This design comes from an exercise in tuning for small area, a short achievable clock period and few clock cycles per item on the open sky130 flow, not from production work.
Only simulation tests tie the RTL to the original design; equivalence was not proved.
No driver is modelled on the clock port, so clock power and skew are understated where the tree is cut down; a real chip needs a root buffer or a tree.
Power figures rest on the tool's default switching activity, not on a simulated workload.

<file path="flow/design.v">
package fss_pkg;
   localparam int BYTE_BITS         = 8;
   localparam int CSR_INDEX_BITS    = 3;
   localparam int CSR_DATA_BITS     = 64;
   localparam int MATCH_BITS        = 6;
   localparam int OFFSET_OUT_BITS   = 32;
   localparam int REG_PATTERN_BYTES = 31;
   localparam int PATTERN_REG_BITS  = 4 * CSR_DATA_BITS;
   localparam logic [MATCH_BITS-1:0] MIN_MATCHES_RESET = 6'd31;
   typedef enum logic [CSR_INDEX_BITS-1:0] {
      CSR_PATTERN_LO    = 3'd0,
      CSR_PATTERN_MID   = 3'd1,
      CSR_PATTERN_UPPER = 3'd2,
      CSR_PATTERN_TOP   = 3'd3,
      CSR_FINAL_BYTE    = 3'd4,
      CSR_MIN_MATCHES   = 3'd5
   } csr_index_type;
   typedef struct packed {
      logic [CSR_DATA_BITS-1:0] pattern_top;
      logic [CSR_DATA_BITS-1:0] pattern_upper;
      logic [CSR_DATA_BITS-1:0] pattern_mid;
      logic [CSR_DATA_BITS-1:0] pattern_lo;
      logic [BYTE_BITS-1:0]     final_byte;
      logic [MATCH_BITS-1:0]    min_matches;
   } cfg_type;
endpackage
import fss_pkg::*;
module fss_match #(
   parameter int PATTERN_LEN = 32
) (
   input  logic [BYTE_BITS-1:0]                           data_byte,
   input  logic [PATTERN_LEN-1:0][BYTE_BITS-1:0]          pattern,
   output logic [PATTERN_LEN-1:0]                         equal
);
   for (genvar j = 0; j < PATTERN_LEN; j++) begin : g_pos
      assign equal[j] = (data_byte == pattern[j]);
   end
endmodule
import fss_pkg::*;
module fuzzy_signature_scanner #(
   parameter int PATTERN_LEN = 32,
   parameter int OFFSET_BITS = 32
) (
   input  logic                      clock,
   input  logic                      reset,
   input  logic                      req_valid,
   output logic                      req_ready,
   input  logic [7:0]                req_data_byte,
   input  logic                      req_end_of_region,
   output logic                      rsp_valid,
   input  logic                      rsp_ready,
   output logic                      rsp_found,
   output logic [31:0]               rsp_hit_offset,
   input  logic                      csr_wr_en,
   input  logic [2:0]                csr_index,
   input  logic [63:0]               csr_wdata
);
   localparam int N = PATTERN_LEN;
   logic [REG_PATTERN_BYTES-1:0][BYTE_BITS-1:0] pat_ff;    
   logic [BYTE_BITS-1:0]                        final_ff;  
   logic [MATCH_BITS-1:0]                       min_ff;
   logic [CSR_DATA_BITS-1:0] wdata;
   logic [5:0]               wr;
   assign wdata = reset ? {{(CSR_DATA_BITS-MATCH_BITS){1'b0}}, MIN_MATCHES_RESET} : csr_wdata;
   for (genvar r = 0; r < 6; r++) begin : g_wr
      assign wr[r] = reset || (csr_wr_en && csr_index == 3'(r));
   end
   always_ff @(posedge clock) begin
      if (wr[CSR_PATTERN_LO])    pat_ff[7:0]   <= reset ? '0 : wdata;
      if (wr[CSR_PATTERN_MID])   pat_ff[15:8]  <= reset ? '0 : wdata;
      if (wr[CSR_PATTERN_UPPER]) pat_ff[23:16] <= reset ? '0 : wdata;
      if (wr[CSR_PATTERN_TOP])   pat_ff[30:24] <= reset ? '0 : wdata[55:0];
      if (wr[CSR_FINAL_BYTE])    final_ff      <= reset ? '0 : wdata[BYTE_BITS-1:0];
      if (wr[CSR_MIN_MATCHES])   min_ff        <= wdata[MATCH_BITS-1:0];
   end
   logic                 in_valid_ff;
   logic [BYTE_BITS-1:0] in_byte_ff;
   logic                 in_eor_ff;
   logic                 ready_ff;
   logic                   first_ff;      
   logic [4:0]             seen_ff;       
   logic                   past_ff;       
   logic                   hit_done_ff;   
   logic [OFFSET_BITS-1:0] off_ff;        
   logic                   rsp_valid_ff, rsp_found_ff;
   logic [N-1:1][5:0] part;
   logic [N-1:0][BYTE_BITS-1:0] pattern;
   logic [N-1:0]                equal;
   assign pattern = {final_ff, pat_ff};
   fss_match #(
      .PATTERN_LEN(N)
   ) u_match (
      .data_byte(in_byte_ff),
      .pattern  (pattern),
      .equal    (equal)
   );
   logic hd, live, risky, stall, go;
   logic hit_if_eq, hit_if_ne, hit_now, miss_now, report;
   assign hd    = hit_done_ff && !first_ff;
   assign live  = !first_ff && (&seen_ff) && !hd;
   assign risky = live || (in_eor_ff && !hd);
   assign stall = rsp_valid_ff && risky;
   assign go    = in_valid_ff && !stall;
   logic hit_if_eq_ff, hit_if_ne_ff;
   logic ge0, ge1, ge2;
   assign ge0 = {1'b0, part[2]} >= {1'b0, min_ff};
   assign ge1 = {1'b0, part[2]} + 7'd1 >= {1'b0, min_ff};
   assign ge2 = {1'b0, part[2]} + 7'd2 >= {1'b0, min_ff};
   assign hit_if_eq = equal[N-2] ? ge2 : ge1;
   assign hit_if_ne = equal[N-2] ? ge1 : ge0;
   assign hit_now   = live && (equal[N-1] ? hit_if_eq_ff : hit_if_ne_ff);
   assign miss_now  = in_eor_ff && !hd && !hit_now;
   assign report    = go && (hit_now || miss_now);
   logic                   in_valid_d, in_eor_d, first_d, hit_done_d, rsp_valid_d;
   logic [4:0]             seen_d;
   logic                   hd_d, live_d, risky_d, stall_d;
   logic [OFFSET_BITS-1:0] off_inc, off_d;
   logic                   off_upd, off_sel;
   always_comb begin
      in_valid_d  = (req_valid && ready_ff) || (in_valid_ff && !go);
      in_eor_d    = ready_ff ? req_end_of_region : in_eor_ff;
      first_d     = go ? in_eor_ff : first_ff;
      seen_d      = go ? (first_ff ? 5'd1 : ((&seen_ff) ? seen_ff : seen_ff + 5'd1)) : seen_ff;
      hit_done_d  = go ? (hd || hit_now) : hit_done_ff;
      rsp_valid_d = report || (rsp_valid_ff && !rsp_ready);
      hd_d    = hit_done_d && !first_d;
      live_d  = !first_d && (&seen_d) && !hd_d;
      risky_d = live_d || (in_eor_d && !hd_d);
      stall_d = rsp_valid_d && risky_d;
      off_inc = (off_ff == {{(OFFSET_BITS-6){1'b1}}, 6'b011111}) ? off_ff : off_ff + 1'b1;
      off_upd = go && (live || (in_eor_ff && !hd));
      off_sel = off_upd && past_ff && live && !miss_now;
      off_d   = ({OFFSET_BITS{!off_upd}} & off_ff) | ({OFFSET_BITS{off_sel}} & off_inc);
   end
   always_ff @(posedge clock) begin
      if (reset) begin
         in_valid_ff  <= 1'b0;
         ready_ff     <= 1'b1;
         first_ff     <= 1'b1;
         rsp_valid_ff <= 1'b0;
      end else begin
         in_valid_ff  <= in_valid_d;
         ready_ff     <= !(in_valid_d && stall_d);
         first_ff     <= first_d;
         rsp_valid_ff <= rsp_valid_d;
      end
   end
   always_ff @(posedge clock) begin
      if (ready_ff) begin
         in_byte_ff <= req_data_byte;
         in_eor_ff  <= req_end_of_region;
      end
      seen_ff     <= seen_d;
      hit_done_ff <= hit_done_d;
      if (go) begin
         past_ff <= !first_ff && (&seen_ff);
         hit_if_eq_ff <= hit_if_eq;
         hit_if_ne_ff <= hit_if_ne;
      end
      off_ff       <= off_d;
      rsp_found_ff <= (report && hit_now) || (!report && rsp_found_ff);
   end
   for (genvar k = 1; k < N; k++) begin : g_part
      localparam int W = $clog2(N - k + 1);
      logic [W-1:0] part_ff;
      if (k == N - 1) begin : g_last
         always_ff @(posedge clock)
            if (go) part_ff <= equal[0];
      end else begin : g_mid
         logic [W-1:0] part_src, part_inc, part_ones;
         assign part_src = W'(part[k+1]);
         always_comb begin
            part_ones[0] = 1'b1;
            for (int i = 1; i < W; i++)
               part_ones[i] = part_ones[i-1] && part_src[i-1];
            part_inc = part_src ^ (part_ones & {W{equal[N-1-k]}});
         end
         always_ff @(posedge clock)
            if (go) part_ff <= part_inc;
      end
      assign part[k] = 6'(part_ff);
   end
   assign req_ready      = ready_ff;
   assign rsp_valid      = rsp_valid_ff;
   assign rsp_found      = rsp_found_ff;
   assign rsp_hit_offset = off_ff;
endmodule
</file>
<file path="flow/flow/run.sh">
#!/bin/bash
set -euo pipefail
bash standard.sh \
  "BUFFER_PORTS_ARGS=-buffer_cell sky130_fd_sc_hd__buf_1" \
  "PRE_RESIZE_TCL=$PWD/flow/ports.tcl" \
  "CTS_ARGS=-sink_clustering_enable -repair_clock_nets -sink_clustering_size 30 -sink_clustering_max_diameter 80 -dont_use_dummy_load" \
  finish > flow.log 2>&1
</file>
<file path="flow/flow/ports.tcl">
# PRE_RESIZE hook: the port buffers start as buf_1; the inputs that fan out to many
# enables or feed long control paths get a stronger buffer.
foreach port {csr_wr_en csr_index[0] csr_index[1] csr_index[2] reset req_valid rsp_ready req_end_of_region} {
  foreach pin [get_pins -of_objects [get_nets $port]] {
    set inst [get_cells -of_objects $pin]
    set master [get_property [get_lib_cells -of_objects $inst] name]
    if {[string match "sky130_fd_sc_hd__buf_*" $master]} {
      puts "ports.tcl: [get_full_name $inst] ($master) -> sky130_fd_sc_hd__buf_4 for $port"
      replace_cell $inst sky130_fd_sc_hd__buf_4
    }
  }
}
</file>
<file path="flow/standard.sh">
#!/bin/bash
# synth_recipe.tcl (not shown) runs the flow's synth.tcl, then flattens the netlist and writes it again
# the make line also repeats each setting of config.mk as NAME=value (left out here)
make -C /OpenROAD-flow-scripts/flow DESIGN_CONFIG=/design/flow/config.mk WORK_HOME=/design/flow/orfs CLKGATE_MAP_FILE= SYNTH_SCRIPT=/design/flow/synth_recipe.tcl "${@:-finish}"
</file>
<file path="flow/config.mk">
export PLATFORM = sky130hd
export DESIGN_NAME = fuzzy_signature_scanner
export DESIGN_NICKNAME = fuzzy_signature_scanner
export VERILOG_FILES = /design/flow/design.v
export SDC_FILE = /design/flow/constraint.sdc
export NUM_CORES = 4
export LEC_CHECK = 0
export ABC_CLOCK_PERIOD_IN_PS = 2500
export CAP_MARGIN = 20
export CORE_MARGIN = 2
export CORE_UTILIZATION = 60
export CTS_CLUSTER_DIAMETER = 80
export CTS_CLUSTER_SIZE = 30
export SETUP_SLACK_MARGIN = 4.8
export SLEW_MARGIN = 20
</file>
<file path="flow/constraint.sdc">
create_clock -name core_clock -period 7.5 [get_ports {clock}]
set_input_delay 1.5000 -clock core_clock [delete_from_list [all_inputs] [get_ports {clock}]]
set_output_delay 1.5000 -clock core_clock [all_outputs]
set_load 0.01 [all_outputs]
</file>
==> results.json, run 1 <==
{
  "status": "timing/DRC/antenna clean",
  "slew_viol_final": 0,
  "htreeDepth": 1,
  "ys_types": 58,
  "grt_pass1_vias": 10916,
  "viasPerCell": 5.615,
  "core_area_mm2": 0.03328,
  "clock_sinks": 441,
  "synthArstFlopShare_pct": 0,
  "cap_violations": 0,
  "tritoncts": "done",
  "n_antenna_cell": 0,
  "clock_path_buffers": 3,
  "post_synth_instance_area_mm2": 0.02009,
  "numCtsBuffers": 22,
  "grt_pass1_wl_um": 62780,
  "synth-edff-count": 398,
  "synth-main-ff-cell": "edfxtp_1",
  "clk_pin_slew_ns": 0.09,
  "layout_common_cells": "398 x edfxtp_1, 290 x xnor2_1, 125 x nor2b_1, 106 x buf_1, 71 x nand4_1",
  "die_area_mm2": 0.03496,
  "min_path_cells": 1,
  "nets": 1690,
  "path_class": "flop to output port",
  "num_rows": 67,
  "postRouteAntennaNets": 0,
  "grt_max_degree": 85,
  "die_h_um": 187.0,
  "mostFrequentLayoutCell": "edfxtp_1",
  "root_buffer": "clkbuf_16",
  "hpwl_um": 26670,
  "ctsHoldBuffers": 0,
  "fmax_mhz": 378.0,
  "drcViolationCount": 0,
  "area_growth_pct": 8.123,
  "arrival_ns": 1.15,
  "hp-class": "flop to flop",
  "crit_cells": 1,
  "synth_seq_area_share_pct": 63.79,
  "rrSetupSlack_ns": 4.90,
  "drt_wl_total_um": 40900,
  "hold_viol": 0,
  "rsz0062_at_grt": "no",
  "synth_top_area_share_pct": 59.50,
  "wl_per_cell_um": 20.39,
  "multi_input_area_mm2": 0.007018,
  "cp_top_family": "flip-flops",
  "fin_tns_setup_ns": 0,
  "syn_avg_cell_area_um2": 13.71,
  "worstPathRequired_ns": 6.00,
  "yosysTopAreaCell": "edfxtp_1",
  "crit_chain": "buf_1",
  "p_per_area_mw_per_mm2": 213.9,
  "slowest_delay_ns": 0.41,
  "setup_viol": 0,
  "path_max_fanout": 5,
  "drt_pre_antenna_iters": 5,
  "reg2reg_depth": 5,
  "synth_area_leaders": "edfxtp_1 60%, xnor2_1 13%, dfxtp_1 4.3%",
  "finClkSkew_ns": 0.03984,
  "track_usage_pct": 23.38,
  "finalCritPeriodShare_pct": 35.27,
  "fin_crit_ns": 2.646,
  "clk_latency_ns": 0.56,
  "slowest_stage": "dfxtp_1",
  "grt-ovfl-total": 0,
  "postSynthNetCount": 1595,
  "ios": 116,
  "routabilityCongestion": 0.7999,
  "worst-path-buf-inv": 1,
  "io_buffer_count": 115,
  "setup.worst_path.end_class": "output port",
  "ir_worst_vdd_uv": 214.3,
  "tightest_slew_ns": 0.9507,
  "startpoint_type": "flop",
  "final-seq-area_mm2": 0.01285,
  "vias": 11263,
  "drive_gt1_share_pct": 6.226,
  "relSlewSlack_pct": 36.62,
  "antenna_found_initial": 1,
  "synthCells": 1465,
  "nFillCells": 2516,
  "start_util_pct": 60.35,
  "leakagePower_nw": 7.229,
  "finalPower_mw": 4.646,
  "dieWidth_um": 187.0,
  "synth_seq_cells": 441,
  "drt_first_iter_violations": 797,
  "yosys_warnings": 1
}
-- synth_stat cells, types with 4 or more instances --
| library cell | number |
|---|---|
| edfxtp_1 | 398 |
| xnor2_1 | 290 |
| nor2b_1 | 125 |
| nand4_1 | 71 |
| xor2_1 | 61 |
| nand2_1 | 58 |
| nor2_1 | 50 |
| ha_1 | 49 |
| dfxtp_1 | 43 |
| nand3_1 | 35 |
| and3_1 | 32 |
| a21oi_1 | 29 |
| buf_2 | 27 |
| clkbuf_1 | 26 |
| a31oi_1 | 22 |
| inv_1 | 21 |
| a21o_1 | 14 |
| o21ai_0 | 11 |
| nor3_1 | 10 |
| a41oi_1 | 7 |
| nand2b_1 | 7 |
| or2_2 | 7 |
| and2_1 | 6 |
| nor4_1 | 6 |
| buf_4 | 4 |
-- area by class of cell --
type                            count  share of cell area [%]
Sequential cell                   441                   59.18
Inverter                           21                  0.3630
Multi-Input combinational cell    944                   32.32
Tap cell                          448                   2.581
Clock buffer                       22                   2.535
Timing Repair Buffer              130                   3.030
-- cells by family after synthesis --
kind of cell             synth area share, %
AO/OA/AOI/OAI                          3.763
adder cells (fa/ha/maj)                3.052
XOR/XNOR                               15.31
flip-flops                             63.79
buffers and inverters                  1.775
multiplexers                          0.1682
AND/OR/NAND/NOR                        12.15
-- through the flow --
stage	setup slack [ns]	hold slack [ns]	cell area (um2)	std cells	util, %
after floorplan	3.281	0.4925	20220	1465	-
after global placement	3.967	0.4670	20970	1982	63.01
after detailed placement	3.853	0.4774	21000	1982	63.09
after CTS	4.801	0.4974	21640	2005	65.01
after global routing	4.800	0.5168	21720	2006	65.25
final	4.854	0.4866	21720	2006	65.25
-- path summary, 6_finish.rpt --
| kind | start | end |
|---|---|---|
| worst max register to register | first_ff | g_part[7].part_ff[0] |
| worst min-delay path | off_ff[18] | off_ff[18] |
| worst min register to register | off_ff[18] | off_ff[18] |
| worst max-delay path | off_ff[21] | rsp_hit_offset[21] |
-- routing by layer --
| layer | part of all wire [%] | GRT usage, % | wire length, um | up-vias |
|---|---|---|---|---|
| li1 | - | - | - | 5440 |
| met1 | 47 | 34.70 | 19300 | 5543 |
| met2 | 46 | 37.16 | 18990 | 230 |
| met3 | 4.1 | 2.983 | 1695 | 50 |
| met4 | 2.2 | 5.617 | 913 | 0 |
| met5 | 0 | 0 | 0 | - |
-- what timing repair did --
item | 4_1_cts | 5_1_grt
resized for setup | 25 | 25
setup buffers | 1 | 1
setup endpoints to repair | 550 | 120
hold endpoints to repair | 0 | 0
-- power breakdown --
group	leakage, nW	switching [mW]	internal [mW]
clock network	0.271	0.706	0.525
logic	2.76	0.257	0.207
registers	4.20	0.0830	2.87
total	7.23	1.05	3.60
-- registers in the layout (all words and copies together) (netlist names), named ones only --
register        count
in_eor_ff           1
in_valid_ff         1
min_ff              6
pat_ff            248
final_ff            8
first_ff            1
g_part.part_ff    124
off_ff             32
hit_if_ne_ff        1
rsp_valid_ff        1
seen_ff             5
in_byte_ff          8
hit_done_ff         1
ready_ff            1
past_ff             1
hit_if_eq_ff        1
Testbench counts, summed over its fixed seeds: cycles 35,186, bytes 35,180.
==> inputs of run 2 (changes only) <==
==> flow/flow/run.sh (replaced) <==
#!/bin/bash
set -euo pipefail
bash standard.sh \
  "BUFFER_PORTS_ARGS=-buffer_cell sky130_fd_sc_hd__buf_1" \
  "PRE_RESIZE_TCL=$PWD/flow/ports.tcl" \
  "CTS_ARGS=-sink_clustering_enable -repair_clock_nets -sink_clustering_size 36 -sink_clustering_max_diameter 70 -dont_use_dummy_load" \
  finish > flow.log 2>&1
--- a/flow/config.mk
+++ b/flow/config.mk
@@ -9,7 +9,7 @@
 export CAP_MARGIN = 20
 export CORE_MARGIN = 2
 export CORE_UTILIZATION = 60
-export CTS_CLUSTER_DIAMETER = 80
-export CTS_CLUSTER_SIZE = 30
+export CTS_CLUSTER_DIAMETER = 70
+export CTS_CLUSTER_SIZE = 36
 export SETUP_SLACK_MARGIN = 4.8
 export SLEW_MARGIN = 20
==> results.json, run 2 <==
{
  "ys_types": 58,
  "hold_viol": 0,
  "die_h_um": 187.0,
  "synthArstFlopShare_pct": 0,
  "routabilityCongestion": 0.7999,
  "whs_ns": 0.4878,
  "drcViolationCount": 0,
  "fin_area_mm2": 0.02186,
  "layout_common_cells": "398 x edfxtp_1, 290 x xnor2_1, 125 x nor2b_1, 106 x buf_1, 71 x nand4_1",
  "largest_register": "pat_ff",
  "arrival_ns": 1.13,
  "n_antenna_cell": 0,
  "io_buffer_count": 115,
  "slowest_delay_ns": 0.41,
  "p_per_area_mw_per_mm2": 220.2,
  "placed_area_mm2": 0.02100,
  "largest_reg_flops": 248,
  "finalPower_mw": 4.813,
  "drt_first_iter_violations": 841,
  "finClkSkew_ns": 0.1063,
  "grt_max_degree": 85,
  "relSlewSlack_pct": 36.06,
  "worstPathRequired_ns": 6.00,
  "fin_util_pct": 65.69,
  "nets": 1696,
  "die_area_mm2": 0.03496,
  "vias": 11310,
  "area_growth_pct": 8.852,
  "ir_worst_vdd_uv": 213.8,
  "rsz0062_at_grt": "no",
  "num_rows": 67,
  "slew_viol_final": 0,
  "wl_per_cell_um": 20.40,
  "ctsHoldBuffers": 0,
  "cp_top_family": "flip-flops",
  "htreeDepth": 1,
  "leakagePower_nw": 7.302,
  "synth-main-ff-cell": "edfxtp_1",
  "fin_tns_setup_ns": 0,
  "synth_seq_cells": 441,
  "postSynthNetCount": 1595,
  "reg2reg_depth": 5,
  "start_util_pct": 60.35,
  "status": "timing/DRC/antenna clean",
  "hpwl_um": 26670,
  "clk_pin_slew_ns": 0.09,
  "drt_pre_antenna_iters": 5,
  "core_area_mm2": 0.03328,
  "grt_pass1_wl_um": 62900,
  "post_synth_instance_area_mm2": 0.02009,
  "setup_viol": 0,
  "track_usage_pct": 23.46,
  "hp-class": "flop to flop",
  "antenna_found_initial": 0,
  "path_max_fanout": 5,
  "tritoncts": "done",
  "synth_area_leaders": "edfxtp_1 60%, xnor2_1 13%, dfxtp_1 4.3%",
  "grt_pass1_vias": 10963,
  "nFillCells": 2502,
  "min_path_cells": 1,
  "synthCells": 1465,
  "postRouteAntennaNets": 0,
  "startpoint_type": "flop",
  "crit_cells": 1,
  "clk_latency_ns": 0.61,
  "ios": 116,
  "yosys_warnings": 1,
  "worst-path-buf-inv": 1,
  "slowest_stage": "dfxtp_1",
  "synth_top_area_share_pct": 59.50,
  "syn_avg_cell_area_um2": 13.71,
  "dieWidth_um": 187.0,
  "mostFrequentLayoutCell": "edfxtp_1",
  "path_class": "flop to output port",
  "yosysTopAreaCell": "edfxtp_1",
  "viasPerCell": 5.621,
  "netlist_top_cells_count": "398 x edfxtp_1, 290 x xnor2_1, 125 x nor2b_1",
  "fmax_mhz": 379.8,
  "rrSetupSlack_ns": 4.93,
  "fin_crit_ns": 2.633,
  "tightest_slew_ns": 0.9590,
  "synth_seq_area_share_pct": 63.79,
  "synth_most_common_cell": "edfxtp_1",
  "largestRegisters": "pat_ff x248, g_part.part_ff x124, off_ff x32",
  "drt_wl_total_um": 41040,
  "setup.worst_path.end_class": "output port",
  "clock_path_buffers": 3,
  "root_buffer": "clkbuf_16",
  "grt-ovfl-total": 0,
  "finalCritPeriodShare_pct": 35.11,
  "cap_violations": 0,
  "drive_gt1_share_pct": 6.650,
  "numCtsBuffers": 28,
  "crit_chain": "buf_1",
  "synth-edff-count": 398,
  "clock_sinks": 441
}
run 2: cell counts after synthesis:
Identical to the previous run, type by type.
run 2: through the flow:
stage                     instances  setup WS (ns)
final                          2012          4.867
after detailed placement       1982          3.853
after floorplan                1465          3.281
after global routing           2012          4.801
after CTS                      2011          4.801
after global placement         1982          3.967
run 2: cell type report:
class	instances	area [um2]	share of cell area [%]
Tap cell	448	560.5	2.564
Clock buffer	28	700.7	3.205
Multi-Input combinational cell	944	7018	32.10
Inverter	21	78.83	0.3605
Timing Repair Buffer	130	655.6	2.999
Sequential cell	441	12850	58.77
run 2: final timing paths:
kind,start,endpoint
worst min register to register,off_ff[18],off_ff[18]
worst min-delay path,off_ff[18],off_ff[18]
worst max register to register,first_ff,g_part[13].part_ff[3]
worst max-delay path,off_ff[21],rsp_hit_offset[21]
run 2: per-layer routing:
metal,share of wire [%],up-vias,global-route usage (%)
li1,-,5445,-
met1,47,5551,34.72
met2,46,266,37.37
met3,4.9,48,3.283
met4,2.0,0,5.159
met5,0,-,0
run 2: cell families (layout without fill, tap and decap cells):
logic type	Yosys count	in the layout	synth area share (%)
buffers and inverters	80	179	1.775
AO/OA/AOI/OAI	113	113	3.763
flip-flops	441	441	63.79
multiplexers	3	3	0.1682
AND/OR/NAND/NOR	428	428	12.15
XOR/XNOR	351	351	15.31
adder cells (fa/ha/maj)	49	49	3.052
run 2: repair_timing:
item	in CTS	in global routing
pin swaps	0	0
gates cloned	0	0
setup buffers	1	1
endpoints found under the setup margin	528	121
resized for setup	24	26
run 2: report_power, final:
part	switching (mW)	internal, mW	total [mW]
Sequential	0.0830	2.87	2.95
Clock	0.738	0.658	1.40
Combinational	0.257	0.207	0.464
Total	1.08	3.74	4.81
==> inputs of run 3 (changes only) <==
==> flow/flow/run.sh (replaced) <==
#!/bin/bash
set -euo pipefail
bash standard.sh \
  "BUFFER_PORTS_ARGS=-buffer_cell sky130_fd_sc_hd__buf_1" \
  "PRE_RESIZE_TCL=$PWD/flow/ports.tcl" \
  "PRE_CTS_TCL=$PWD/flow/ctsroot.tcl" \
  "CTS_ARGS=-sink_clustering_enable -repair_clock_nets -sink_clustering_size 36 -sink_clustering_max_diameter 70 -dont_use_dummy_load" \
  finish > flow.log 2>&1
==> flow/flow/ctsroot.tcl (new file) <==
rename clock_tree_synthesis my_orig_clock_tree_synthesis
proc clock_tree_synthesis {args} {
  my_orig_clock_tree_synthesis {*}$args
  set block [ord::get_db_block]
  set root [$block findInst clkbuf_0_clock]
  if {$root eq "NULL"} {
    puts "ctsroot.tcl: no root buffer clkbuf_0_clock, tree left as built"
    return
  }
  set in [[$root findITerm A] getNet]
  set out [[$root findITerm X] getNet]
  set loads {}
  foreach it [$out getITerms] { if {[$it isInputSignal]} { lappend loads $it } }
  if {[llength $loads] > 4} {
    puts "ctsroot.tcl: root buffer drives [llength $loads] pins, tree left as built"
    return
  }
  foreach it $loads { $it disconnect; $it connect $in }
  odb::dbInst_destroy $root
  odb::dbNet_destroy $out
  $in setSigType CLOCK
  puts "ctsroot.tcl: removed clkbuf_0_clock; the clock port drives [llength $loads] buffers"
}
--- a/flow/config.mk
+++ b/flow/config.mk
@@ -11,5 +11,5 @@
 export CORE_UTILIZATION = 60
 export CTS_CLUSTER_DIAMETER = 70
 export CTS_CLUSTER_SIZE = 36
-export SETUP_SLACK_MARGIN = 4.8
+export SETUP_SLACK_MARGIN = 4.95
 export SLEW_MARGIN = 20
==> results.json, run 3 <==
{
  "status": "timing/DRC/antenna clean",
  "die_h_um": 187.0,
  "met1_usage_pct": 36.08,
  "fin_area_mm2": 0.02207,
  "reg2reg_depth": 8,
  "layout_common_cells": "398 x edfxtp_1, 290 x xnor2_1, 123 x nor2b_1, 106 x buf_1, 71 x nand4_1",
  "setup_viol": 0,
  "fin_cells": 2024,
  "p_per_area_mw_per_mm2": 217.5,
  "slew_viol_final": 0,
  "synth_top_area_share_pct": 59.50,
  "busiest_layer": "met2",
  "fin_ws_ns": 4.946,
  "clk_pin_slew_ns": 0.11,
  "grt_max_degree": 74,
  "die_area_mm2": 0.03496,
  "hp-class": "flop to flop",
  "antenna_found_initial": 0,
  "ios": 116,
  "finalCritPeriodShare_pct": 34.05,
  "fmax_mhz": 391.6,
  "synth_area_leaders": "edfxtp_1 60%, xnor2_1 13%, dfxtp_1 4.3%",
  "fin_crit_ns": 2.554,
  "area_growth_pct": 9.892,
  "wl_per_cell_um": 21.30,
  "drt_pre_antenna_iters": 5,
  "mostFrequentLayoutCell": "edfxtp_1",
  "largest_register": "pat_ff",
  "hpwl_um": 26670,
  "dp_cells": 1982,
  "start_util_pct": 60.35,
  "r2r-end": "off_ff[16]",
  "clk_latency_ns": 0.48,
  "place_ws_ns": 3.853,
  "relSlewSlack_pct": 55.82,
  "largest_reg_flops": 248,
  "drive_gt1_share_pct": 7.746,
  "arrival_ns": 2.63,
  "tightest_slew_ns": 0.6602,
  "whs_ns": 0.4807,
  "leakagePower_nw": 7.397,
  "syn_avg_cell_area_um2": 13.71,
  "synthArstFlopShare_pct": 0,
  "use_met3_pct": 2.514,
  "grt_pass1_wl_um": 64890,
  "p_sw_mw": 1.079,
  "worstPathRequired_ns": 7.58,
  "track_usage_pct": 24.31,
  "fin_tns_setup_ns": 0,
  "rrSetupSlack_ns": 5.04,
  "netlist_top_cells_count": "398 x edfxtp_1, 290 x xnor2_1, 125 x nor2b_1",
  "largestRegisters": "pat_ff x248, g_part.part_ff x124, off_ff x32",
  "cap_violations": 0,
  "setup.worst_path.end_class": "flop",
  "viasPerCell": 5.668,
  "synth_most_common_cell": "edfxtp_1",
  "reg2reg_from": "in_byte_ff[5]",
  "min_path_cells": 1,
  "synth-edff-count": 398,
  "synth-main-ff-cell": "edfxtp_1",
  "p_clk_share_pct": 28.3,
  "power_frac_seq_pct": 61.5,
  "path_max_fanout": 32,
  "min_to": "off_ff[21]",
  "synthCells": 1465,
  "io_buffer_count": 115,
  "rsz0062_at_grt": "yes",
  "dieWidth_um": 187.0,
  "sw_frac_of_total_pct": 22.47,
  "p_int_mw": 3.722,
  "yosys_warnings": 1,
  "nets": 1707,
  "postSynthNetCount": 1595,
  "ir_worst_vdd_uv": 211.2,
  "ctsHoldBuffers": 0,
  "yosysTopAreaCell": "edfxtp_1",
  "post_synth_instance_area_mm2": 0.02009,
  "min_from": "off_ff[21]",
  "hold_viol": 0,
  "placed_area_mm2": 0.02100,
  "path_class": "input pin to flop",
  "startpoint_type": "input pin",
  "drt_first_iter_violations": 829,
  "postRouteAntennaNets": 0,
  "met2_usage_pct": 39.92,
  "drcViolationCount": 0,
  "num_rows": 67,
  "vias": 11472,
  "grt-ovfl-total": 0,
  "drt_wl_total_um": 43110,
  "finClkSkew_ns": 0.1058,
  "synth_seq_cells": 441,
  "ys_types": 58,
  "routabilityCongestion": 0.7999,
  "comb_power_share_pct": 10.2,
  "core_area_mm2": 0.03328,
  "grt_pass1_vias": 11102,
  "clock_sinks": 441,
  "synth_seq_area_share_pct": 63.79
}
## run 3: cell counts after synthesis
No cell type changed its count.
## run 3: stage by stage
stage               total power [mW]  utilization [%]
global placement               3.459            63.01
global route                   4.979            66.31
CTS                            4.826            65.99
floorplan                      3.336                -
detailed placement             3.469            63.09
finish                         4.801            66.32
## run 3: power by group through the flow
stage	Sequential, mW	Clock, mW	Combinational (mW)
after floorplan	2.99	0	0.347
after global placement	3.01	0	0.453
after detailed placement	3.01	0	0.460
after CTS	2.95	1.39	0.484
after global routing	2.97	1.48	0.533
final	2.95	1.36	0.488
## run 3: what timing repair did
action                     4_1_cts  5_1_grt
setup buffers                    2        4
pin swaps                        3        2
cloned                           6        2
setup endpoints to repair      580      217
gates resized for setup         54       19
## run 3: cell type report
type	instances	area, um2
Antenna cell	1	2.502
Clock buffer	27	675.6
Fill cell	2484	11210
Inverter	21	78.83
Multi-Input combinational cell	950	7123
Sequential cell	441	12860
Tap cell	448	560.5
Timing Repair Buffer	136	775.7
## run 3: worst max-delay path, cell delays in order
cell     delay [ns]
buf_4          0.18
nor2b_4        0.39
a21o_4         0.53
## run 3: worst max path at each step
stage | from | endpoint | slack (ns) | cells after the start
finish | csr_wr_en | pat_ff[167] | 4.95 | 3
floorplan | seen_ff[0] | off_ff[11] | 3.28 | 7
detailed placement | first_ff | g_part[14].part_ff[2] | 3.85 | 5
global placement | first_ff | g_part[14].part_ff[2] | 3.97 | 5
CTS | csr_index[1] | pat_ff[111] | 4.88 | 4
global route | reset | pat_ff[111] | 4.95 | 3
## run 3: layer usage
| layer | wire [um] | part of all wire [%] |
|---|---|---|
| met1 | 19880 | 46 |
| met3 | 1900 | 4.4 |
| met5 | 0 | 0 |
| met2 | 20660 | 48 |
| met4 | 673 | 1.6 |
## run 3: cells by family (layout without fill, tap and decap cells)
| kind of cell | Yosys count | after routing | share of synthesized area, % |
|---|---|---|---|
| and+or+nand+nor | 428 | 428 | 12.15 |
| buffers and inverters | 80 | 184 | 1.775 |
| DFF | 441 | 441 | 63.79 |
| AOI/OAI and AO/OA | 113 | 119 | 3.763 |
| other | 0 | 1 | 0 |
| muxes | 3 | 3 | 0.1682 |
| xor gates and xnor gates | 351 | 351 | 15.31 |
| adders and majority gates | 49 | 49 | 3.052 |
==> inputs of run 4 (changes only) <==
==> flow/flow/run.sh (replaced) <==
#!/bin/bash
set -euo pipefail
bash standard.sh \
  "BUFFER_PORTS_ARGS=-buffer_cell sky130_fd_sc_hd__buf_1" \
  "PRE_RESIZE_TCL=$PWD/flow/ports.tcl" \
  "PRE_CTS_TCL=$PWD/flow/ctsroot.tcl" \
  "CTS_ARGS=-sink_clustering_enable -repair_clock_nets -sink_clustering_size 30 -sink_clustering_max_diameter 80 -dont_use_dummy_load" \
  finish > flow.log 2>&1
--- a/flow/config.mk
+++ b/flow/config.mk
@@ -9,7 +9,7 @@
 export CAP_MARGIN = 20
 export CORE_MARGIN = 2
 export CORE_UTILIZATION = 60
-export CTS_CLUSTER_DIAMETER = 70
-export CTS_CLUSTER_SIZE = 36
+export CTS_CLUSTER_DIAMETER = 80
+export CTS_CLUSTER_SIZE = 30
 export SETUP_SLACK_MARGIN = 4.95
 export SLEW_MARGIN = 20
==> results.json, run 4 <==
{
  "status": "timing/DRC/antenna clean",
  "hp-class": "flop to flop",
  "fin_area_mm2": 0.02197,
  "ctsHoldBuffers": 0,
  "mostFrequentLayoutCell": "edfxtp_1",
  "clk_pin_slew_ns": 0.10,
  "ir_worst_vdd_uv": 214.0,
  "clock_sinks": 441,
  "n_antenna_cell": 0,
  "synth_top_area_share_pct": 59.50,
  "die_area_mm2": 0.03496,
  "setup_viol": 0,
  "drcViolationCount": 0,
  "io_buffer_count": 115,
  "rrSetupSlack_ns": 5.10,
  "syn_avg_cell_area_um2": 13.71,
  "reg2reg_from": "first_ff",
  "p_per_area_mw_per_mm2": 211.2,
  "hold_viol": 0,
  "postRouteAntennaNets": 0,
  "synth_area_leaders": "edfxtp_1 60%, xnor2_1 13%, dfxtp_1 4.3%",
  "largest_reg_flops": 248,
  "place_ws_ns": 3.853,
  "ios": 116,
  "drt_wl_total_um": 42750,
  "grt-ovfl-total": 0,
  "worstPathRequired_ns": 7.57,
  "dp_cells": 1982,
  "wl_per_cell_um": 21.19,
  "die_h_um": 187.0,
  "synthArstFlopShare_pct": 0,
  "synth-edff-count": 398,
  "num_rows": 67,
  "dieWidth_um": 187.0,
  "grt_pass1_vias": 11057,
  "slew_viol_final": 0,
  "viasPerCell": 5.666,
  "synthCells": 1465,
  "postSynthNetCount": 1595,
  "fin_crit_ns": 2.545,
  "placed_area_mm2": 0.02100,
  "ys_types": 58,
  "area_growth_pct": 9.363,
  "netlist_top_cells_count": "398 x edfxtp_1, 290 x xnor2_1, 125 x nor2b_1",
  "synth_seq_cells": 441,
  "layout_common_cells": "398 x edfxtp_1, 289 x xnor2_1, 123 x nor2b_1, 106 x buf_1, 71 x nand4_1",
  "synth-main-ff-cell": "edfxtp_1",
  "whs_ns": 0.4894,
  "nets": 1701,
  "synth_most_common_cell": "edfxtp_1",
  "start_util_pct": 60.35,
  "fin_cells": 2017,
  "antenna_found_initial": 0,
  "min_from": "off_ff[21]",
  "arrival_ns": 2.61,
  "synth_seq_area_share_pct": 63.79,
  "fin_ws_ns": 4.955,
  "post_synth_instance_area_mm2": 0.02009,
  "grt_max_degree": 75,
  "setup.worst_path.end_class": "flop",
  "min_path_cells": 1,
  "yosys_warnings": 1,
  "finalCritPeriodShare_pct": 33.93,
  "largestRegisters": "pat_ff x248, g_part.part_ff x124, off_ff x32",
  "cap_violations": 0,
  "vias": 11428,
  "largest_register": "pat_ff",
  "clk_latency_ns": 0.43,
  "fmax_mhz": 393.0,
  "drt_pre_antenna_iters": 5,
  "r2r-end": "ready_ff",
  "rsz0062_at_grt": "yes",
  "tightest_slew_ns": 0.7260,
  "core_area_mm2": 0.03328,
  "reg2reg_depth": 7,
  "path_class": "input pin to flop",
  "routabilityCongestion": 0.7999,
  "drive_gt1_share_pct": 7.521,
  "min_to": "off_ff[21]",
  "track_usage_pct": 24.34,
  "drt_first_iter_violations": 821,
  "finClkSkew_ns": 0.03970,
  "hpwl_um": 26670,
  "relSlewSlack_pct": 51.42,
  "fin_tns_setup_ns": 0,
  "path_max_fanout": 32,
  "startpoint_type": "input pin",
  "grt_pass1_wl_um": 64710,
  "leakagePower_nw": 7.344,
  "yosysTopAreaCell": "edfxtp_1"
}
==> run 4: kinds of logic (layout without fill, tap and decap cells) <==
group	count (synthesis)	after routing	synth area share, %
xor gates and xnor gates	351	351	15.31
buffers and inverters	80	178	1.775
AOI/OAI and AO/OA	113	119	3.763
and+or+nand+nor	428	428	12.15
adders and majority gates	49	49	3.052
muxes	3	3	0.1682
DFF	441	441	63.79
==> run 4: critical path, stage by stage <==
cell and delay [ns]:
buf_4 0.18, nor2b_4 0.41, a21o_4 0.50
==> run 4: area by class of cell <==
cell class	instances	area, um2
clock buffers	21	525.5
multi-input cells	950	7133
repair buffers	136	810.8
flip-flops and latches	441	12860
well taps	448	560.5
inverters	21	78.83
fillers	2492	11310
==> run 4: per-stage QoR <==
step                      total power [mW]  util [%]
after CTS                            4.665     65.57
after detailed placement             3.469     63.09
after global routing                 4.815     66.00
after floorplan                      3.336         -
after global placement               3.459     63.01
final                                4.638     66.00
==> run 4: report_power, final <==
group          internal (mW)  leakage, nW  switching (mW)
logic                  0.222         2.88           0.268
clock network          0.502        0.259           0.696
registers               2.87         4.20          0.0837
total                   3.59         7.34            1.05
==> run 4: how the worst max path moves through the flow <==
stage | from | end | depth (start not counted)
floorplan | seen_ff[0] | off_ff[11] | 7
detailed placement | first_ff | g_part[14].part_ff[2] | 5
global route | csr_wr_en | pat_ff[6] | 3
CTS | csr_index[1] | pat_ff[94] | 4
global placement | first_ff | g_part[14].part_ff[2] | 5
finish | csr_wr_en | pat_ff[6] | 3
==> run 4: timing repair <==
action	CTS	global route
setup buffers	2	4
gates cloned	7	1
pin swaps	3	4
endpoints found under the setup margin	581	321
resized for setup	54	33
==> run 4: routing by layer <==
metal	routed length (um)	up-vias	share of wire [%]	global-route usage [%]
met3	2234	56	5.2	3.302
met5	0	-	0	0
met4	1232	0	2.9	7.112
met2	19840	274	46	38.63
li1	-	5480	-	-
met1	19450	5618	45	35.48
==> inputs of run 5 (changes only) <==
--- a/flow/flow/run.sh
+++ b/flow/flow/run.sh
@@ -5,4 +5,5 @@
   "PRE_RESIZE_TCL=$PWD/flow/ports.tcl" \
   "PRE_CTS_TCL=$PWD/flow/ctsroot.tcl" \
   "CTS_ARGS=-sink_clustering_enable -repair_clock_nets -sink_clustering_size 30 -sink_clustering_max_diameter 80 -dont_use_dummy_load" \
+  SETUP_SLACK_MARGIN=5.1 \
   finish > flow.log 2>&1
--- a/flow/config.mk
+++ b/flow/config.mk
@@ -11,5 +11,4 @@
 export CORE_UTILIZATION = 60
 export CTS_CLUSTER_DIAMETER = 80
 export CTS_CLUSTER_SIZE = 30
-export SETUP_SLACK_MARGIN = 4.95
 export SLEW_MARGIN = 20
==> results.json, run 5 <==
{
  "die_h_um": 187.0,
  "p_sw_mw": 1.090,
  "rsz0062_at_grt": "yes",
  "synth_seq_area_share_pct": 63.79,
  "grt_pass1_wl_um": 68790,
  "synth-edff-count": 398,
  "ios": 116,
  "sw_frac_of_total_pct": 23.05,
  "clk_latency_ns": 0.44,
  "wl_per_cell_um": 22.12,
  "mostFrequentLayoutCell": "edfxtp_1",
  "p_clk_share_pct": 27.0,
  "largest_reg_flops": 248,
  "n_antenna_cell": 0,
  "hp-class": "flop to flop",
  "io_buffer_count": 115,
  "synthArstFlopShare_pct": 0,
  "ir_worst_vdd_uv": 197.3,
  "slew_viol_final": 0,
  "synth_area_leaders": "edfxtp_1 60%, xnor2_1 13%, dfxtp_1 4.3%",
  "reg2reg_depth": 7,
  "drt_first_iter_violations": 1069,
  "synth_most_common_cell": "edfxtp_1",
  "placed_area_mm2": 0.02103,
  "leakagePower_nw": 7.836,
  "min_from": "g_part[9].part_ff[0]",
  "syn_avg_cell_area_um2": 13.71,
  "status": "timing/DRC/antenna clean",
  "start_util_pct": 60.35,
  "comb_power_share_pct": 10.7,
  "whs_ns": 0.5467,
  "tightest_slew_ns": 0.6571,
  "synth_seq_cells": 441,
  "yosys_warnings": 1,
  "die_area_mm2": 0.03496,
  "slowest_delay_ns": 0.50,
  "path_max_fanout": 32,
  "finClkSkew_ns": 0.04777,
  "arrival_ns": 2.61,
  "viasPerCell": 5.773,
  "finalPower_mw": 4.729,
  "fmax_mhz": 394.5,
  "worstPathRequired_ns": 7.58,
  "reg2reg_from": "in_byte_ff[6]",
  "hpwl_um": 27440,
  "relSlewSlack_pct": 56.03,
  "postSynthNetCount": 1595,
  "path_class": "input pin to flop",
  "clock_sinks": 441,
  "ctsHoldBuffers": 0,
  "vias": 11887,
  "drt_pre_antenna_iters": 5,
  "antenna_found_initial": 0,
  "power_frac_seq_pct": 62.3,
  "grt_max_degree": 75,
  "synth_top_area_share_pct": 59.50,
  "p_int_mw": 3.639,
  "setup_viol": 0,
  "dieWidth_um": 187.0,
  "fin_crit_ns": 2.535,
  "r2r-end": "g_part[14].part_ff[4]",
  "fin_area_mm2": 0.02280,
  "netlist_top_cells_count": "398 x edfxtp_1, 290 x xnor2_1, 125 x nor2b_1",
  "post_synth_instance_area_mm2": 0.02009,
  "synthCells": 1465,
  "synth-main-ff-cell": "edfxtp_1",
  "yosysTopAreaCell": "edfxtp_1",
  "setup.worst_path.end_class": "flop",
  "area_growth_pct": 13.53,
  "fin_tns_setup_ns": 0,
  "track_usage_pct": 25.97,
  "startpoint_type": "input pin",
  "ys_types": 58,
  "cap_violations": 0,
  "slowest_stage": "a21o_4",
  "crit_chain": "buf_4, nor2b_4, a21o_4",
  "hold_viol": 0,
  "p_per_area_mw_per_mm2": 207.4,
  "num_rows": 67,
  "grt-ovfl-total": 0,
  "rrSetupSlack_ns": 5.17,
  "nets": 1743,
  "drcViolationCount": 0,
  "postRouteAntennaNets": 0,
  "crit_start": "csr_wr_en",
  "drt_wl_total_um": 45540,
  "critPathCapture": "pat_ff[161]",
  "routabilityCongestion": 0.7892,
  "largest_register": "pat_ff",
  "drive_gt1_share_pct": 13.10,
  "largestRegisters": "pat_ff x248, g_part.part_ff x124, off_ff x32",
  "clk_pin_slew_ns": 0.11,
  "nFillCells": 2390,
  "core_area_mm2": 0.03328,
  "finalCritPeriodShare_pct": 33.80,
  "grt_pass1_vias": 11678,
  "layout_common_cells": "398 x edfxtp_1, 286 x xnor2_1, 123 x nor2b_1, 72 x buf_1, 71 x nand4_1"
}
==> run 5: changes by cell type in the layout (fill, tap and decap cells not counted), moves of 5 or more <==
cell / delta
buf_4: +35
buf_1: -34
buf_6: +33
dfxtp_4: +19
dfxtp_1: -11
dfxtp_2: -8
a31o_4: +5
or2_2: -5
or2_4: +5
==> run 5: worst max-delay path, delay by kind of cell <==
kind | cells | cell delay [ns]
AND/OR/NAND/NOR | 1 | 0.37
AO/OA/AOI/OAI | 1 | 0.50
buffers and inverters | 1 | 0.21
==> run 5: worst min path at each step <==
stage	endpoint	slack, ns	cells past startpoint
3_3_place_gp	off_ff[28]	0.47	1
3_5_place_dp	off_ff[28]	0.48	1
6_report	g_part[8].part_ff[0]	0.55	1
4_1_cts	off_ff[31]	0.53	2
2_1_floorplan	off_ff[31]	0.49	1
5_1_grt	g_part[21].part_ff[3]	0.58	1
==> run 5: repair_timing <==
item / CTS / global route
cloned: 11 / 2
buffers inserted: 37 / 4
setup endpoints to repair: 625 / 384
pin swaps: 6 / 4
resized for setup: 170 / 32
==> run 5: per-layer routing <==
metal	global-route usage, %	share of wire (%)	vias up
li1	-	-	5581
met1	36.72	44	5923
met2	43.21	48	325
met3	2.946	5.1	58
met4	6.990	2.7	0
met5	0	0	-
==> run 5: final cells by class <==
cell class                      count  area (um2)  area share [%]
Sequential cell                   441       12920           56.65
Multi-Input combinational cell    954        7283           31.94
Timing Repair Buffer              172        1386           6.080
Clock buffer                       23       575.6           2.524
Tap cell                          448       560.5           2.458
Inverter                           21       78.83          0.3457
==> run 5: per-stage QoR <==
step / instances / worst slack, ns / utilization, %
floorplan: 1465 / 3.281 / -
global placement: 1982 / 3.956 / 63.10
detailed placement: 1982 / 3.892 / 63.18
CTS: 2053 / 4.942 / 67.83
global route: 2059 / 4.932 / 68.52
finish: 2059 / 4.965 / 68.52
==> run 5: logic make-up (layout without fill, tap and decap cells) <==
| group | Yosys count | in the layout | share of synthesized area (%) |
|---|---|---|---|
| multiplexers | 3 | 3 | 0.1682 |
| flip-flops | 441 | 441 | 63.79 |
| buffers and inverters | 80 | 216 | 1.775 |
| adder cells (fa/ha/maj) | 49 | 49 | 3.052 |
| XOR/XNOR | 351 | 351 | 15.31 |
| AND/OR/NAND/NOR | 428 | 428 | 12.15 |
| AO/OA/AOI/OAI | 113 | 123 | 3.763 |
==> run 5: power by group through the flow <==
stage               logic [mW]  clock network, mW  registers [mW]
finish                   0.506               1.28            2.95
global route             0.552               1.37            2.97
CTS                      0.500               1.29            2.95
detailed placement       0.461                  0            3.01
global placement         0.452                  0            3.01
floorplan                0.350                  0            2.99
==> inputs of run 6 (changes only) <==
--- a/flow/flow/run.sh
+++ b/flow/flow/run.sh
@@ -5,5 +5,4 @@
   "PRE_RESIZE_TCL=$PWD/flow/ports.tcl" \
   "PRE_CTS_TCL=$PWD/flow/ctsroot.tcl" \
   "CTS_ARGS=-sink_clustering_enable -repair_clock_nets -sink_clustering_size 30 -sink_clustering_max_diameter 80 -dont_use_dummy_load" \
-  SETUP_SLACK_MARGIN=5.1 \
   finish > flow.log 2>&1
--- a/flow/config.mk
+++ b/flow/config.mk
@@ -11,4 +11,5 @@
 export CORE_UTILIZATION = 60
 export CTS_CLUSTER_DIAMETER = 80
 export CTS_CLUSTER_SIZE = 30
+export SETUP_SLACK_MARGIN = 4.9
 export SLEW_MARGIN = 20
==> results.json, run 6 <==
{
  "vias": 11346,
  "synth_seq_area_share_pct": 63.79,
  "synth-edff-count": 398,
  "grt-ovfl-total": 0,
  "drt_first_iter_violations": 861,
  "synth_seq_cells": 441,
  "die_area_mm2": 0.03496,
  "fin_crit_ns": 2.637,
  "start_util_pct": 60.35,
  "setup.worst_path.end_class": "flop",
  "track_usage_pct": 23.80,
  "layout_common_cells": "398 x edfxtp_1, 290 x xnor2_1, 123 x nor2b_1, 106 x buf_1, 71 x nand4_1",
  "netlist_top_cells_count": "398 x edfxtp_1, 290 x xnor2_1, 125 x nor2b_1",
  "antenna_found_initial": 0,
  "synth_area_leaders": "edfxtp_1 60%, xnor2_1 13%, dfxtp_1 4.3%",
  "wl_per_cell_um": 20.79,
  "worstPathRequired_ns": 7.54,
  "fmax_mhz": 379.3,
  "clock_sinks": 441,
  "yosys_warnings": 1,
  "viasPerCell": 5.648,
  "dieWidth_um": 187.0,
  "status": "timing/DRC/antenna clean",
  "yosysTopAreaCell": "edfxtp_1",
  "drive_gt1_share_pct": 6.086,
  "nFillCells": 2509,
  "synth_most_common_cell": "edfxtp_1",
  "postSynthNetCount": 1595,
  "yosys.area_share.simple_pct": 12.15,
  "place_ws_ns": 3.853,
  "grt_max_degree": 85,
  "fin_tns_setup_ns": 0,
  "io_buffer_count": 115,
  "path_class": "input pin to flop",
  "arrival_ns": 2.68,
  "synth_xor_area_share_pct": 15.31,
  "synthAdderAreaFrac_pct": 3.052,
  "ir_worst_vdd_uv": 213.8,
  "n_antenna_cell": 0,
  "largest_register": "pat_ff",
  "cap_violations": 0,
  "synth-compound-area-share_pct": 3.763,
  "finalPower_mw": 4.620,
  "hpwl_um": 26670,
  "tightest_slew_ns": 0.6835,
  "routabilityCongestion": 0.7999,
  "rsz0062_at_grt": "yes",
  "p_per_area_mw_per_mm2": 212.3,
  "muxShareOfSynthArea_pct": 0.1682,
  "clk_latency_ns": 0.43,
  "grt_pass1_vias": 10967,
  "setup_viol": 0,
  "ios": 116,
  "finalCritPeriodShare_pct": 35.16,
  "die_h_um": 187.0,
  "hp-class": "flop to flop",
  "postRouteAntennaNets": 0,
  "num_rows": 67,
  "synthArstFlopShare_pct": 0,
  "post_synth_instance_area_mm2": 0.02009,
  "synth_top_family_by_area": "XOR/XNOR gates",
  "hold_viol": 0,
  "path_max_fanout": 64,
  "drt_pre_antenna_iters": 5,
  "synth_top_area_share_pct": 59.50,
  "relSlewSlack_pct": 54.26,
  "largestRegisters": "pat_ff x248, g_part.part_ff x124, off_ff x32",
  "drt_wl_total_um": 41770,
  "leakagePower_nw": 7.250,
  "area_growth_pct": 8.366,
  "synthCells": 1465,
  "startpoint_type": "input pin",
  "mostFrequentLayoutCell": "edfxtp_1",
  "fin_ws_ns": 4.863,
  "synth-main-ff-cell": "edfxtp_1",
  "ys_types": 58,
  "grt_pass1_wl_um": 63580,
  "drcViolationCount": 0,
  "ctsHoldBuffers": 0,
  "largest_reg_flops": 248,
  "syn_avg_cell_area_um2": 13.71,
  "nets": 1693,
  "finClkSkew_ns": 0.03974,
  "clk_pin_slew_ns": 0.09,
  "core_area_mm2": 0.03328,
  "slew_viol_final": 0
}
[run 6: final cells by class]
| cell class | count | area (um2) | area share, % |
|---|---|---|---|
| Clock buffer | 21 | 525.5 | 2.414 |
| Timing Repair Buffer | 130 | 674.4 | 3.098 |
| Multi-Input combinational cell | 948 | 7089 | 32.57 |
| Inverter | 21 | 78.83 | 0.3622 |
| Tap cell | 448 | 560.5 | 2.575 |
| Sequential cell | 441 | 12840 | 58.98 |
[run 6: logic make-up after synthesis]
logic type               after synthesis
multiplexers                           3
XOR/XNOR                             351
AO/OA/AOI/OAI                        113
AND/OR/NAND/NOR                      428
flip-flops                           441
buffers and inverters                 80
adder cells (fa/ha/maj)               49
[run 6: what timing repair did]
action	CTS	global route
pin swaps	2	4
setup endpoints to repair	566	232
gates resized for setup	39	14
hold endpoints to repair	0	0
cloned	3	1
buffers inserted	0	2
[run 6: metrics by stage]
step	area (um2)	std cells	utilization, %	hold slack [ns]
2_1_floorplan	20220	1465	-	0.4925
3_3_place_gp	20970	1982	63.01	0.4670
3_5_place_dp	21000	1982	63.09	0.4774
4_1_cts	21700	2006	65.21	0.4974
5_1_grt	21770	2009	65.40	0.5269
6_report	21770	2009	65.40	0.4933
[run 6: where the power goes]
group / switching [mW] / internal (mW)
clock network: 0.694 / 0.502
logic: 0.262 / 0.211
registers: 0.0841 / 2.87
total: 1.04 / 3.58
[run 6: path summary, 6_finish.rpt]
kind                            to  cells after the start          from  slack [ns]
max                     pat_ff[92]                      4  csr_index[1]        4.86
min                     off_ff[31]                      1    off_ff[31]        0.49
max reg2reg  g_part[13].part_ff[4]                      5      first_ff        4.94
min reg2reg             off_ff[31]                      1    off_ff[31]        0.49
[run 6: layer usage]
| layer | up-vias | global-route usage, % | routed length [um] |
|---|---|---|---|
| li1 | 5454 | - | - |
| met1 | 5563 | 34.91 | 19410 |
| met2 | 272 | 37.95 | 19440 |
| met3 | 57 | 3.114 | 1843 |
| met4 | 0 | 6.319 | 1074 |
| met5 | - | 0 | 0 |
[run 6: worst max-delay path, cell delays in order]
cell and delay, ns:
buf_4 0.12, nor2_2 0.43, a31o_4 0.24, buf_12 0.30
==> inputs of run 7 (changes only) <==
--- a/flow/config.mk
+++ b/flow/config.mk
@@ -11,5 +11,5 @@
 export CORE_UTILIZATION = 60
 export CTS_CLUSTER_DIAMETER = 80
 export CTS_CLUSTER_SIZE = 30
-export SETUP_SLACK_MARGIN = 4.9
+export SETUP_SLACK_MARGIN = 5
 export SLEW_MARGIN = 20
==> results.json, run 7 <==
{
  "status": "timing/DRC/antenna clean",
  "yosys_warnings": 1,
  "ios": 116,
  "synth_top_area_share_pct": 59.50,
  "finClkSkew_ns": 0.04028,
  "largest_reg_flops": 248,
  "min_from": "off_ff[28]",
  "postSynthNetCount": 1595,
  "ir_worst_vdd_uv": 212.7,
  "largestRegisters": "pat_ff x248, g_part.part_ff x124, off_ff x32",
  "rrSetupSlack_ns": 5.09,
  "reg2reg_from": "first_ff",
  "fin_cells": 2026,
  "layout_common_cells": "398 x edfxtp_1, 289 x xnor2_1, 123 x nor2b_1, 97 x buf_1, 71 x nand4_1",
  "netlist_top_cells_count": "398 x edfxtp_1, 290 x xnor2_1, 125 x nor2b_1",
  "hp-class": "flop to flop",
  "drt_first_iter_violations": 800,
  "crit_chain": "buf_4, nor2_4, a31o_4, buf_16",
  "syn_avg_cell_area_um2": 13.71,
  "synthArstFlopShare_pct": 0,
  "arrival_ns": 2.55,
  "fin_crit_ns": 2.501,
  "dieWidth_um": 187.0,
  "clk_pin_slew_ns": 0.09,
  "grt-ovfl-total": 0,
  "finalPower_mw": 4.643,
  "startpoint_type": "input pin",
  "p_per_area_mw_per_mm2": 209.6,
  "largest_register": "pat_ff",
  "routabilityCongestion": 0.7999,
  "leakagePower_nw": 7.454,
  "power_frac_seq_pct": 63.5,
  "area_growth_pct": 10.30,
  "synth_area_leaders": "edfxtp_1 60%, xnor2_1 13%, dfxtp_1 4.3%",
  "grt_pass1_vias": 11177,
  "synth_seq_cells": 441,
  "viasPerCell": 5.691,
  "dp_cells": 1982,
  "fin_tns_setup_ns": 0,
  "path_class": "input pin to flop",
  "setup_viol": 0,
  "min_to": "off_ff[28]",
  "fin_util_pct": 66.57,
  "start_util_pct": 60.35,
  "die_h_um": 187.0,
  "num_rows": 67,
  "mostFrequentLayoutCell": "edfxtp_1",
  "synth-edff-count": 398,
  "path_max_fanout": 64,
  "p_clk_share_pct": 25.8,
  "track_usage_pct": 24.60,
  "antenna_found_initial": 0,
  "n_antenna_cell": 0,
  "slowest_stage": "nor2_4",
  "sw_frac_of_total_pct": 22.62,
  "vias": 11529,
  "finalCritPeriodShare_pct": 33.34,
  "p_sw_mw": 1.050,
  "comb_power_share_pct": 10.7,
  "postRouteAntennaNets": 0,
  "hold_viol": 0,
  "yosysTopAreaCell": "edfxtp_1",
  "clk_latency_ns": 0.43,
  "setup.worst_path.end_class": "flop",
  "clock_sinks": 441,
  "rsz0062_at_grt": "yes",
  "hpwl_um": 26670,
  "drt_pre_antenna_iters": 5,
  "slew_viol_final": 0,
  "core_area_mm2": 0.03328,
  "drcViolationCount": 0,
  "grt_max_degree": 76,
  "p_int_mw": 3.593,
  "drt_wl_total_um": 43090,
  "drive_gt1_share_pct": 9.252,
  "nFillCells": 2470,
  "grt_pass1_wl_um": 65380,
  "whs_ns": 0.4681,
  "slowest_delay_ns": 0.32,
  "die_area_mm2": 0.03496,
  "post_synth_instance_area_mm2": 0.02009,
  "synthCells": 1465,
  "ys_types": 58,
  "worstPathRequired_ns": 7.55,
  "io_buffer_count": 115,
  "tightest_slew_ns": 0.7246,
  "reg2reg_depth": 7,
  "synth_most_common_cell": "edfxtp_1",
  "min_path_cells": 1,
  "relSlewSlack_pct": 51.51,
  "r2r-end": "ready_ff",
  "synth-main-ff-cell": "edfxtp_1",
  "nets": 1710,
  "cap_violations": 0,
  "synth_seq_area_share_pct": 63.79,
  "fmax_mhz": 399.9,
  "wl_per_cell_um": 21.27
}
[run 7: area by class of cell]
class	count	area [um2]	area share, %
timing repair buffer	143	917.1	4.140
inverter	21	78.83	0.3558
tap	448	560.5	2.530
multi-input combinational	952	7178	32.40
clock buffer	21	525.5	2.372
sequential	441	12890	58.20
[run 7: routing by layer]
metal	global-route usage, %	vias to the layer above	routed length, um	share of wire, %
li1	-	5504	-	-
met1	35.21	5666	19350	45
met2	39.51	291	20180	47
met3	3.396	68	2226	5.2
met4	7.662	0	1333	3.1
met5	0	-	0	0
[run 7: per-stage QoR]
stage	worst slack, ns	instance area (um2)
4_1_cts	4.844	21940
6_report	4.999	22150
2_1_floorplan	3.281	20220
5_1_grt	4.975	22150
3_5_place_dp	3.853	21000
3_3_place_gp	3.967	20970
[run 7: logic make-up (layout without fill, tap and decap cells)]
family                   after synthesis  after routing  share of synthesized area [%]
flip-flops                           441            441                          63.79
XOR/XNOR                             351            351                          15.31
adder cells (fa/ha/maj)               49             49                          3.052
multiplexers                           3              3                         0.1682
AO/OA/AOI/OAI                        113            121                          3.763
buffers and inverters                 80            185                          1.775
AND/OR/NAND/NOR                      428            428                          12.15
[run 7: worst max path at each step]
stage	slack [ns]	end	depth (start not counted)	from
after global placement	3.97	g_part[14].part_ff[2]	5	first_ff
final	5.00	pat_ff[92]	4	csr_index[1]
after global routing	4.97	pat_ff[92]	4	csr_index[1]
after detailed placement	3.85	g_part[14].part_ff[2]	5	first_ff
after CTS	4.84	pat_ff[94]	4	csr_index[1]
after floorplan	3.28	off_ff[11]	7	seen_ff[0]
[run 7: worst max-delay path: cells and delay by family]
| family | cells | cell delay [ns] |
|---|---|---|
| compound gates | 1 | 0.23 |
| buf+inv | 2 | 0.42 |
| simple gates | 1 | 0.32 |
[run 7: power groups by stage]
stage	clock [mW]	sequential, mW	combinational (mW)
after global placement	0	3.01	0.453
after global routing	1.31	2.97	0.544
after CTS	1.23	2.95	0.494
final	1.20	2.95	0.498
after detailed placement	0	3.01	0.460
after floorplan	0	2.99	0.347
[run 7: what timing repair did]
action,4_1_cts,5_1_grt
pin swaps,5,5
gates cloned,9,1
resized for setup,81,44
hold buffers,0,0
endpoints found under the setup margin,598,332
setup buffers,2,11
==> inputs of run 8 (changes only) <==
--- a/flow/flow/run.sh
+++ b/flow/flow/run.sh
@@ -5,4 +5,5 @@
   "PRE_RESIZE_TCL=$PWD/flow/ports.tcl" \
   "PRE_CTS_TCL=$PWD/flow/ctsroot.tcl" \
   "CTS_ARGS=-sink_clustering_enable -repair_clock_nets -sink_clustering_size 30 -sink_clustering_max_diameter 80 -dont_use_dummy_load" \
+  SETUP_SLACK_MARGIN=5.1 \
   finish > flow.log 2>&1
==> flow/flow/ports.tcl (replaced) <==
# PRE_RESIZE hook: the port buffers start as buf_1; the inputs that fan out to many
# enables or feed long control paths get a stronger buffer.
foreach {port cell} {csr_wr_en buf_8 csr_index[0] buf_8 csr_index[1] buf_8 csr_index[2] buf_8 reset buf_4 req_valid buf_4 rsp_ready buf_4 req_end_of_region buf_4} {
  foreach pin [get_pins -of_objects [get_nets $port]] {
    set inst [get_cells -of_objects $pin]
    set master [get_property [get_lib_cells -of_objects $inst] name]
    if {[string match "sky130_fd_sc_hd__buf_*" $master]} {
      puts "ports.tcl: [get_full_name $inst] ($master) -> sky130_fd_sc_hd__$cell for $port"
      replace_cell $inst sky130_fd_sc_hd__$cell
    }
  }
}
--- a/flow/config.mk
+++ b/flow/config.mk
@@ -11,5 +11,4 @@
 export CORE_UTILIZATION = 60
 export CTS_CLUSTER_DIAMETER = 80
 export CTS_CLUSTER_SIZE = 30
-export SETUP_SLACK_MARGIN = 5
 export SLEW_MARGIN = 20
==> results.json, run 8 <==
{
  "status": "timing/DRC/antenna clean",
  "num_rows": 67,
  "finalPower_mw": 4.736,
  "worstPathRequired_ns": 6.00,
  "cap_violations": 0,
  "worst-path-buf-inv": 1,
  "synth_seq_cells": 441,
  "dieWidth_um": 187.0,
  "min_path_cells": 1,
  "postRouteAntennaNets": 0,
  "clk_latency_ns": 0.44,
  "syn_avg_cell_area_um2": 13.71,
  "viasPerCell": 5.762,
  "path_class": "flop to output port",
  "ir_worst_vdd_uv": 196.1,
  "grt_pass1_wl_um": 69080,
  "relSlewSlack_pct": 54.53,
  "routabilityCongestion": 0.7892,
  "placed_area_mm2": 0.02106,
  "synth-compound-area-share_pct": 3.763,
  "finalCritPeriodShare_pct": 33.74,
  "cp_top_family": "flip-flops",
  "crit_cells": 1,
  "reg2reg_from": "off_ff[9]",
  "io_buffer_count": 115,
  "fin_ws_ns": 4.970,
  "clock_sinks": 441,
  "synth-main-ff-cell": "edfxtp_1",
  "drt_wl_total_um": 46710,
  "reg2reg_depth": 7,
  "p_per_area_mw_per_mm2": 206.9,
  "yosys.area_share.simple_pct": 12.15,
  "track_usage_pct": 26.09,
  "synth-edff-count": 398,
  "tightest_slew_ns": 0.6795,
  "rsz0062_at_grt": "yes",
  "grt_max_degree": 75,
  "post_synth_instance_area_mm2": 0.02009,
  "rrSetupSlack_ns": 5.17,
  "synth_top_area_share_pct": 59.50,
  "synth_area_leaders": "edfxtp_1 60%, xnor2_1 13%, dfxtp_1 4.3%",
  "die_h_um": 187.0,
  "mostFrequentLayoutCell": "edfxtp_1",
  "place_ws_ns": 3.896,
  "min_to": "off_ff[31]",
  "yosysTopAreaCell": "edfxtp_1",
  "antenna_found_initial": 0,
  "nFillCells": 2375,
  "synthArstFlopShare_pct": 0,
  "slowest_delay_ns": 0.45,
  "die_area_mm2": 0.03496,
  "n_antenna_cell": 0,
  "wl_per_cell_um": 22.64,
  "grt_pass1_vias": 11725,
  "start_util_pct": 60.35,
  "finClkSkew_ns": 0.05384,
  "path_max_fanout": 1,
  "ios": 116,
  "hp-class": "flop to flop",
  "fin_crit_ns": 2.530,
  "min_from": "off_ff[31]",
  "crit_chain": "clkbuf_2",
  "synthCells": 1465,
  "synth_seq_area_share_pct": 63.79,
  "hold_viol": 0,
  "r2r-end": "off_ff[31]",
  "synthAdderAreaFrac_pct": 3.052,
  "setup_viol": 0,
  "slowest_stage": "edfxtp_1",
  "largest_reg_flops": 248,
  "layout_common_cells": "398 x edfxtp_1, 285 x xnor2_1, 123 x nor2b_1, 72 x buf_1, 71 x nand4_1",
  "hpwl_um": 27440,
  "fin_tns_setup_ns": 0,
  "drcViolationCount": 0,
  "synth_most_common_cell": "edfxtp_1",
  "startpoint_type": "flop",
  "setup.worst_path.end_class": "output port",
  "drive_gt1_share_pct": 13.31,
  "drt_first_iter_violations": 1063,
  "slew_viol_final": 0,
  "netlist_top_cells_count": "398 x edfxtp_1, 290 x xnor2_1, 125 x nor2b_1",
  "postSynthNetCount": 1595,
  "yosys_warnings": 1,
  "core_area_mm2": 0.03328,
  "grt-ovfl-total": 0,
  "clk_pin_slew_ns": 0.11,
  "vias": 11886,
  "arrival_ns": 1.03,
  "ys_types": 58,
  "nets": 1747,
  "muxShareOfSynthArea_pct": 0.1682,
  "drt_pre_antenna_iters": 5,
  "leakagePower_nw": 7.867,
  "ctsHoldBuffers": 0,
  "largestRegisters": "pat_ff x248, g_part.part_ff x124, off_ff x32",
  "synth_xor_area_share_pct": 15.31,
  "synth_top_family_by_area": "XOR/XNOR gates",
  "fin_area_mm2": 0.02289,
  "largest_register": "pat_ff",
  "fmax_mhz": 395.2,
  "area_growth_pct": 13.95
}
==> run 8: worst max-delay path by stage <==
stage,to,slack [ns]
after floorplan,off_ff[11],3.28
after global placement,g_part[13].part_ff[3],3.96
after detailed placement,g_part[20].part_ff[3],3.90
after CTS,pat_ff[113],4.95
after global routing,rsp_found,4.96
final,rsp_found,4.97
==> run 8: where the power goes <==
group,internal (mW),switching (mW)
clock network,0.547,0.721
logic,0.238,0.282
registers,2.86,0.0876
==> run 8: area by class of cell <==
type | instances | area, um2 | area share, %
clock buffer | 23 | 575.6 | 2.515
multi-input combinational | 956 | 7307 | 31.93
tap | 448 | 560.5 | 2.449
inverter | 21 | 78.83 | 0.3444
sequential | 441 | 12920 | 56.45
timing repair buffer | 174 | 1446 | 6.320
==> run 8: timing repair <==
action | in CTS | in global routing
cloned | 11 | 6
endpoints found under the setup margin | 627 | 203
endpoints found under the hold margin | 0 | 0
pin swaps | 7 | 8
buffers inserted | 35 | 6
gates resized for setup | 170 | 29
==> run 8: routing by layer <==
metal | wire, um | global-route usage [%]
met1 | 20620 | 36.99
met2 | 22550 | 43.37
met3 | 2377 | 2.927
met4 | 1157 | 6.960
met5 | 0 | 0
==> run 8: stage by stage <==
stage / utilization [%] / cells / hold WS [ns]
after global placement: 63.10 / 1982 / 0.4660
after detailed placement: 63.27 / 1982 / 0.4790
after floorplan: - / 1465 / 0.4925
after CTS: 67.86 / 2051 / 0.4550
final: 68.77 / 2063 / 0.4733
after global routing: 68.77 / 2063 / 0.5040
==> run 8: logic make-up after synthesis <==
group                      after synthesis
AOI/OAI and AO/OA                      113
xor gates and xnor gates               351
adders and majority gates               49
buffers and inverters                   80
DFF                                    441
muxes                                    3
and+or+nand+nor                        428

[separate check: timing with driven ports]
Ports are ideal in the flow. The routed layouts listed here were re-timed in OpenROAD. Step 1 assumes that a clkbuf_16 drives the clock port and a buf_2 every other input. Step 2, shift: input delay + t, output delay - t, t = (earliest + latest rising clock arrival at the registers) / 2. This alone moves slack from input paths to output paths. Three values: ideal, step 1, step 2; two values: the first two.
| run | t, ns | setup slack, ns | worst data-port slew with drivers (ns) |
|---|---|---|---|
| run 1 | 0.594 | 4.854 / 4.799 / 4.328 | 0.08 |
| run 2 | 0.612 | 4.867 / 4.812 / 4.312 | 0.09 |
| run 3 | 0.499 | 4.946 / 4.932 / 4.494 | 0.08 |
| run 4 | 0.476 | 4.955 / 4.935 / 4.522 | 0.09 |
| run 5 | 0.480 | 4.965 / 4.925 / 4.511 | 0.06 |
| run 6 | 0.475 | 4.863 / 4.871 / 4.433 | 0.09 |
| run 7 | 0.476 | 4.999 / 4.963 / 4.568 | 0.08 |
| run 8 | 0.482 | 4.970 / 4.900 / 4.646 | 0.06 |
After both steps setup and hold are still met in every run listed. For run 2, which loses most, drivers alone change the setup slack by -0.055 ns; drivers and shift together by -0.555 ns.
